Source: an optimization exercise on an open RTL-to-GDS flow (aim: small area and few clock cycles per item). Production flows keep margins and buffers that such runs may drop. RTL that was checked went through simulation tests only; none was proved equivalent to the original.

## v5
## srgb_to_xy_chromaticity
module srgb_to_xy_chromaticity #(
  parameter int COMPONENT_BITS  = 8,
  parameter int COORD_FRAC_BITS = 16
) (
  input  logic                      clk,
  input  logic                      rst,
  input  logic                      in_valid,
  output logic                      in_ready,
  input  logic [COMPONENT_BITS-1:0] red,
  input  logic [COMPONENT_BITS-1:0] green,
  input  logic [COMPONENT_BITS-1:0] blue,
  output logic                      out_valid,
  input  logic                      out_ready,
  output logic [srgbxy_pkg::OUT_W-1:0] chroma_x,
  output logic [srgbxy_pkg::OUT_W-1:0] chroma_y,
  output logic                      black_input
);
Size in the first run: ~8,700 cells after synthesis, roughly 63 I/O pins.
export LEC_CHECK = 0
export CAP_MARGIN = 20
export CORE_MARGIN = 2
export CORE_UTILIZATION = 50
export CTS_BUF_LIST = sky130_fd_sc_hd__clkbuf_4 sky130_fd_sc_hd__clkbuf_8
export CTS_CLUSTER_DIAMETER = 70
export CTS_CLUSTER_SIZE = 14
export GPL_TIMING_DRIVEN = 0
export SETUP_SLACK_MARGIN = 0.1
export SLEW_MARGIN = 20
export SYNTH_HIERARCHICAL = 1
create_clock -name core_clock -period 8.0 [get_ports {clk}]
standard.sh (not shown) runs the stock make flow with config.mk's settings and CLKGATE_MAP_FILE= SYNTH_SCRIPT=/design/flow/synth_recipe.tcl, a recipe that flattens the netlist after the stock synthesis.
==> flow/flow/run.sh <==
#!/bin/bash
# Layout: the standard flow (standard.sh), except that synthesis maps the
# logic with ABC for area (flow/abc_map.script) and leaves out ABC's
# buffering and gate sizing, so gates start at their smallest size and the
# layout's repair steps size and buffer only where timing or slew needs it.
# Everything else in synthesis is the standard flow's own synth_recipe.tcl, so the
# registers are the standard synthesis's. After global routing, ORFS's power
# recovery (RECOVER_POWER) downsizes gates on paths with slack to spare.
set -euo pipefail
W="$(pwd)"

cat > "$W/flow_synth.tcl" <<EOT
proc abc {args} {
  set i [lsearch -exact \$args -script]
  if {\$i >= 0} { lset args [expr {\$i + 1}] {$W/flow/abc_map.script} }
  yosys abc {*}\$args
}
source {$W/synth_recipe.tcl}
EOT

sed "s#SYNTH_SCRIPT=[^ ]*#SYNTH_SCRIPT=$W/flow_synth.tcl#" standard.sh > standard_synth.sh
grep -q "SYNTH_SCRIPT=$W/flow_synth.tcl" standard_synth.sh

sed 's#"\${@:-finish}"#RECOVER_POWER=100 "${@:-finish}"#' standard.sh > standard_layout.sh
grep -q "RECOVER_POWER=100" standard_layout.sh

bash standard_synth.sh synth > synth.log 2>&1
bash standard_layout.sh > layout.log 2>&1
==> flow/flow/abc_map.script <==
&get -n
&st
&dch
&nf -a
&put
Every stage of v5 finished as expected; the final checks, on the other hand, flagged max-capacitance violations, max-slew violations, which means the layout fails.
Testbench counts of v5, summed over its fixed seeds: cycles 16,056, items 16,000.
diff inputs: v5 => v35
==> flow/flow/run.sh <==
#!/bin/bash
# Layout: the standard flow (standard.sh), except that synthesis maps the
# logic with ABC but leaves out ABC's final buffering and gate sizing (the
# lines after &put in ORFS's abc_speed.script), so gates start at their
# smallest size and the layout's repair steps size and buffer only where
# timing or slew needs it. Everything else in synthesis is the standard flow's own
# synth_recipe.tcl, so the registers are the standard synthesis's.
set -euo pipefail
W="$(pwd)"

cat > "$W/flow_synth.tcl" <<EOT
proc abc {args} {
  set i [lsearch -exact \$args -script]
  if {\$i >= 0} { lset args [expr {\$i + 1}] {$W/flow/abc_map.script} }
  yosys abc {*}\$args
}
source {$W/synth_recipe.tcl}
EOT

sed "s#SYNTH_SCRIPT=[^ ]*#SYNTH_SCRIPT=$W/flow_synth.tcl#" standard.sh > standard_synth.sh
grep -q "SYNTH_SCRIPT=$W/flow_synth.tcl" standard_synth.sh

bash standard_synth.sh synth > synth.log 2>&1
bash standard.sh > layout.log 2>&1
- v5 -> v35: via count flat
- Between v35 and v5, it is v35 whose largest fanout on the critical path is higher, by 8.
- Between v35 and v5, it is v35 whose combined buffer and inverter count along the critical path is higher, by 1.
- v35 vs v5 — layout overhead on the synthesized area rose 0.20 points.
- v35: full flow OK, the timing, design-rule and antenna checks passed
- Of v35 and v5, it is v35 that has the higher total number of cells along the worst setup path.
Inputs modified between v35 and v34:
diff --git a/flow/flow/run.sh b/flow/flow/run.sh
--- a/flow/flow/run.sh
+++ b/flow/flow/run.sh
@@ -1,8 +1,7 @@
 #!/bin/bash
 # Layout: the standard flow (standard.sh), except that synthesis maps the
-# logic with ABC but leaves out ABC's final buffering and gate sizing (the
-# lines after &put in ORFS's abc_speed.script), so gates start at their
-# smallest size and the layout's repair steps size and buffer only where
-# timing or slew needs it. Everything else in synthesis is the standard flow's own
+# logic with ABC for area (flow/abc_map.script) and leaves out ABC's
+# buffering and gate sizing, so gates start at their smallest size and the
+# layout's repair steps size and buffer only where timing or slew needs it. Everything else in synthesis is the standard flow's own
 # synth_recipe.tcl, so the registers are the standard synthesis's.
 set -euo pipefail
Results
Final instance area delta (v35 -> v34): insignificant. | hold-fix buffer count after cts | v35 vs v34 | ≈ equal |. Status: number of inserted diodes parity (v34, v35). v34 against v35: total area of sequential cells stayed essentially flat.
Input-level comparison between v29 and v34:
==> flow/run.sh (new file) <==
#!/bin/bash
# synth_recipe.tcl (not shown) runs the flow's synth.tcl, then flattens the netlist and writes it again
# the make line also repeats each setting of config.mk as NAME=value (left out here)
make -C /OpenROAD-flow-scripts/flow DESIGN_CONFIG=/design/flow/config.mk WORK_HOME=/design/flow/orfs CLKGATE_MAP_FILE= SYNTH_SCRIPT=/design/flow/synth_recipe.tcl finish
removed: flow/flow/run.sh
removed: flow/flow/abc_map.script
removed: flow/standard.sh
## What came out
v34 ended up with sky130_fd_sc_hd__fa_1 as its cell at the slowest stage of the critical path; v29 ended up with sky130_fd_sc_hd__dfxtp_1. Per the comparison of v29 with v34, final cell count +763; largest stage delay on the critical path +0.60 ns; die span in x +21 um. As of v29, via count had risen by a little under 10% compared to v34. v29 gives more hold slack than v34 did. Pre-CTS worst setup slack: v29 vs v34 up 0.50 ns. The maximum clock frequency of v29 is lower than that of v34.

* * *

Another version of the RTL of srgb_to_xy_chromaticity (not shown whole).
Size in the first run: roughly 63 I/O pins, roughly 0.10 mm^2 of cells after synthesis.
clock: 8.0 ns
lec_check: 0
cap_margin: 20
core_margin: 2
core_utilization: 62
cts_buf_list: sky130_fd_sc_hd__clkbuf_4 sky130_fd_sc_hd__clkbuf_8
cts_cluster_diameter: 60
cts_cluster_size: 16
gpl_timing_driven: 0
setup_slack_margin: 0.1
slew_margin: 20
synth_hierarchical: 1
run.sh (not shown) runs the stock make flow with config.mk's settings and CLKGATE_MAP_FILE= SYNTH_SCRIPT=/design/flow/synth_recipe.tcl, a recipe that flattens the netlist after the stock synthesis.
Stock flow here: none of the scripts above is used.
Testbench counts at the start, summed over its fixed seeds: cycles 16,064, items 16,000.
==> next run, changes <==
- CORE_UTILIZATION: 62 -> 50
Cell area rose by 0.73%. Worst setup slack gains 0.033 ns. Via count fell by 2.9%. Routed wire length rose by 3.6%. Worst hold slack gains 0.0044 ns. Cell count rose by 5.0%. Core utilization fell by 13 points. Flip-flop and latch count does not change. Maximum frequency rose by 0.42%.

* * *

srgb_to_xy_chromaticity, a different RTL version from the one above (not shown whole).
Size: about 1300 flip-flops, roughly 0.11 mm2 of cells after synthesis.
// srgb_to_xy_chromaticity
module srgb_to_xy_chromaticity #(
  parameter int COMPONENT_BITS  = 8,
  parameter int COORD_FRAC_BITS = 16
) (
  input  logic                      clk,
  input  logic                      rst,
  input  logic                      in_valid,
  output logic                      in_ready,
  input  logic [COMPONENT_BITS-1:0] red,
  input  logic [COMPONENT_BITS-1:0] green,
  input  logic [COMPONENT_BITS-1:0] blue,
  output logic                      out_valid,
  input  logic                      out_ready,
  output logic [srgbxy_pkg::OUT_W-1:0] chroma_x,
  output logic [srgbxy_pkg::OUT_W-1:0] chroma_y,
  output logic                      black_input
);
Settings: LEC_CHECK=0, CAP_MARGIN=20, CORE_MARGIN=2, CORE_UTILIZATION=40, SLEW_MARGIN=20; clock period 8.0 ns.
The starting point ran to the end with violations: setup timing.
Rerun with:
--- a/flow/config.mk
+++ b/flow/config.mk
@@ -8,4 +8,5 @@
 export CAP_MARGIN = 20
 export CORE_MARGIN = 2
-export CORE_UTILIZATION = 40
+export CORE_UTILIZATION = 55
+export GPL_TIMING_DRIVEN = 0
 export SLEW_MARGIN = 20
Result: This time the run stopped in global routing (5_1_grt) on GRT-0232; synthesized cell count does not change; synthesized area does not change.
No functional check of the RTL was part of any run of this note.

* * *

== oak ==
Another version of the RTL of srgb_to_xy_chromaticity (not shown whole).
Size in the first run: ~9400 cells after synthesis, about 63 I/O pins.
clock: 8.0 ns
lec_check: 0
cap_margin: 20
core_margin: 2
core_utilization: 50
cts_buf_list: sky130_fd_sc_hd__clkbuf_8 sky130_fd_sc_hd__clkbuf_16
cts_cluster_diameter: 70
cts_cluster_size: 30
gpl_timing_driven: 0
setup_slack_margin: 0.1
slew_margin: 20
synth_hierarchical: 1
oak completed every stage of the flow, and the final layout passed the timing, design-rule and antenna checks.
Testbench counts of oak, summed over its fixed seeds: cycles 16,056, items 16,000.
### oak -> pine
- a change of CTS_CLUSTER_DIAMETER from 70 to 60
- a change of CTS_CLUSTER_SIZE from 30 to 16
- a change of CTS_BUF_LIST from sky130_fd_sc_hd__clkbuf_8 sky130_fd_sc_hd__clkbuf_16 to sky130_fd_sc_hd__clkbuf_4 sky130_fd_sc_hd__clkbuf_8
--- outcome ---
Fmax: pine lower than oak
Number of diodes, pine and oak, higher one = pine.
Taking oak as the reference point, the post-route standard cell area excluding fillers of pine falls by 1.1%.
pine ends up with a slack of the worst reg-to-reg path that is 0.14 ns lower than in oak.
There was hardly any difference in post-detailed-routing wire length between oak and pine.
Non-clock buffer count, pine vs oak: down slightly
In terms of global-route usage, oak and pine differ only marginally.
Summary of pine over oak: part of the cycle the worst path needs went up by 1.7 points.
--- input diff pine..birch ---
- changing CTS_CLUSTER_SIZE from 16 to 18
- changing CTS_CLUSTER_DIAMETER from 60 to 50
==> comparison <==
The average wire length per cell after detail routing of birch falls short of that of pine by 0.13 um.
Wire length of pine is on par with birch.
The final reports for birch and pine show register fraction of the total cell area lower in the former.
Delta (birch minus pine): filler cell count in the final layout lower.
Between pine and birch, the global-route usage figures differ only marginally.
#### Input delta (maple over birch)
- CTS_CLUSTER_DIAMETER changed from 50 to 70
- CTS_CLUSTER_SIZE changed from 18 to 14
Findings:
Any difference in total routing usage reported by global routing between birch and maple is small enough to ignore. Compared maple against birch; worst slew margin relative to its limit within noise. The final core area utilization in maple was lower than what birch gave. maple does worse than birch on final hold slack. On maple: count of buffers not belonging to the clock network in the layout is about 0.8% lower than what birch gave. The gate count of the mapped netlist on maple is in line with that on birch. Summary of maple over birch: worst setup slack saw a decrease.

port drivers added, routing unchanged:
Ports are ideal in the flow. The routed layouts listed here were re-timed in OpenROAD.
Step 1, drivers: a clkbuf_16 drives clk and a buf_2 each remaining input, both assumed.
Step 2 times the ports against the registers' clock, not the clock port: input delays grow and output delays shrink by t, the midpoint of the rising clock arrivals with the driver on.
Slacks: no drivers / after step 1 / after step 2; pairs: no drivers / after step 1.
run	shift t [ns]	setup slack, ns	clock arrival spread, ns
v5	0.960	0.188 / 0.188 / -0.302	0.097 / 0.097
v35	0.960	0.190 / 0.190 / -0.269	0.093 / 0.093
v34	0.960	0.190 / 0.190 / -0.269	0.093 / 0.093
v29	0.944	0.164 / 0.164 / 0.164	0.088 / 0.088
the first run of note 2	1.012	0.273 / 0.273 / -0.092	0.096 / 0.096
the second run of note 2	1.046	0.306 / 0.306 / -0.435	0.160 / 0.161
the first run of note 3	0.913	-0.275 / -0.275 / -0.517	0.108 / 0.108
oak	0.858	0.289 / 0.289 / 0.065	0.105 / 0.105
pine	1.009	0.149 / 0.149 / -0.068	0.122 / 0.122
birch	1.048	0.277 / 0.277 / 0.015	0.162 / 0.163
maple	1.017	0.249 / 0.249 / 0.017	0.118 / 0.118
The setup slack of the second run of note 2, which loses most, moves by 0.000 ns with the drivers and by -0.741 ns with both steps.
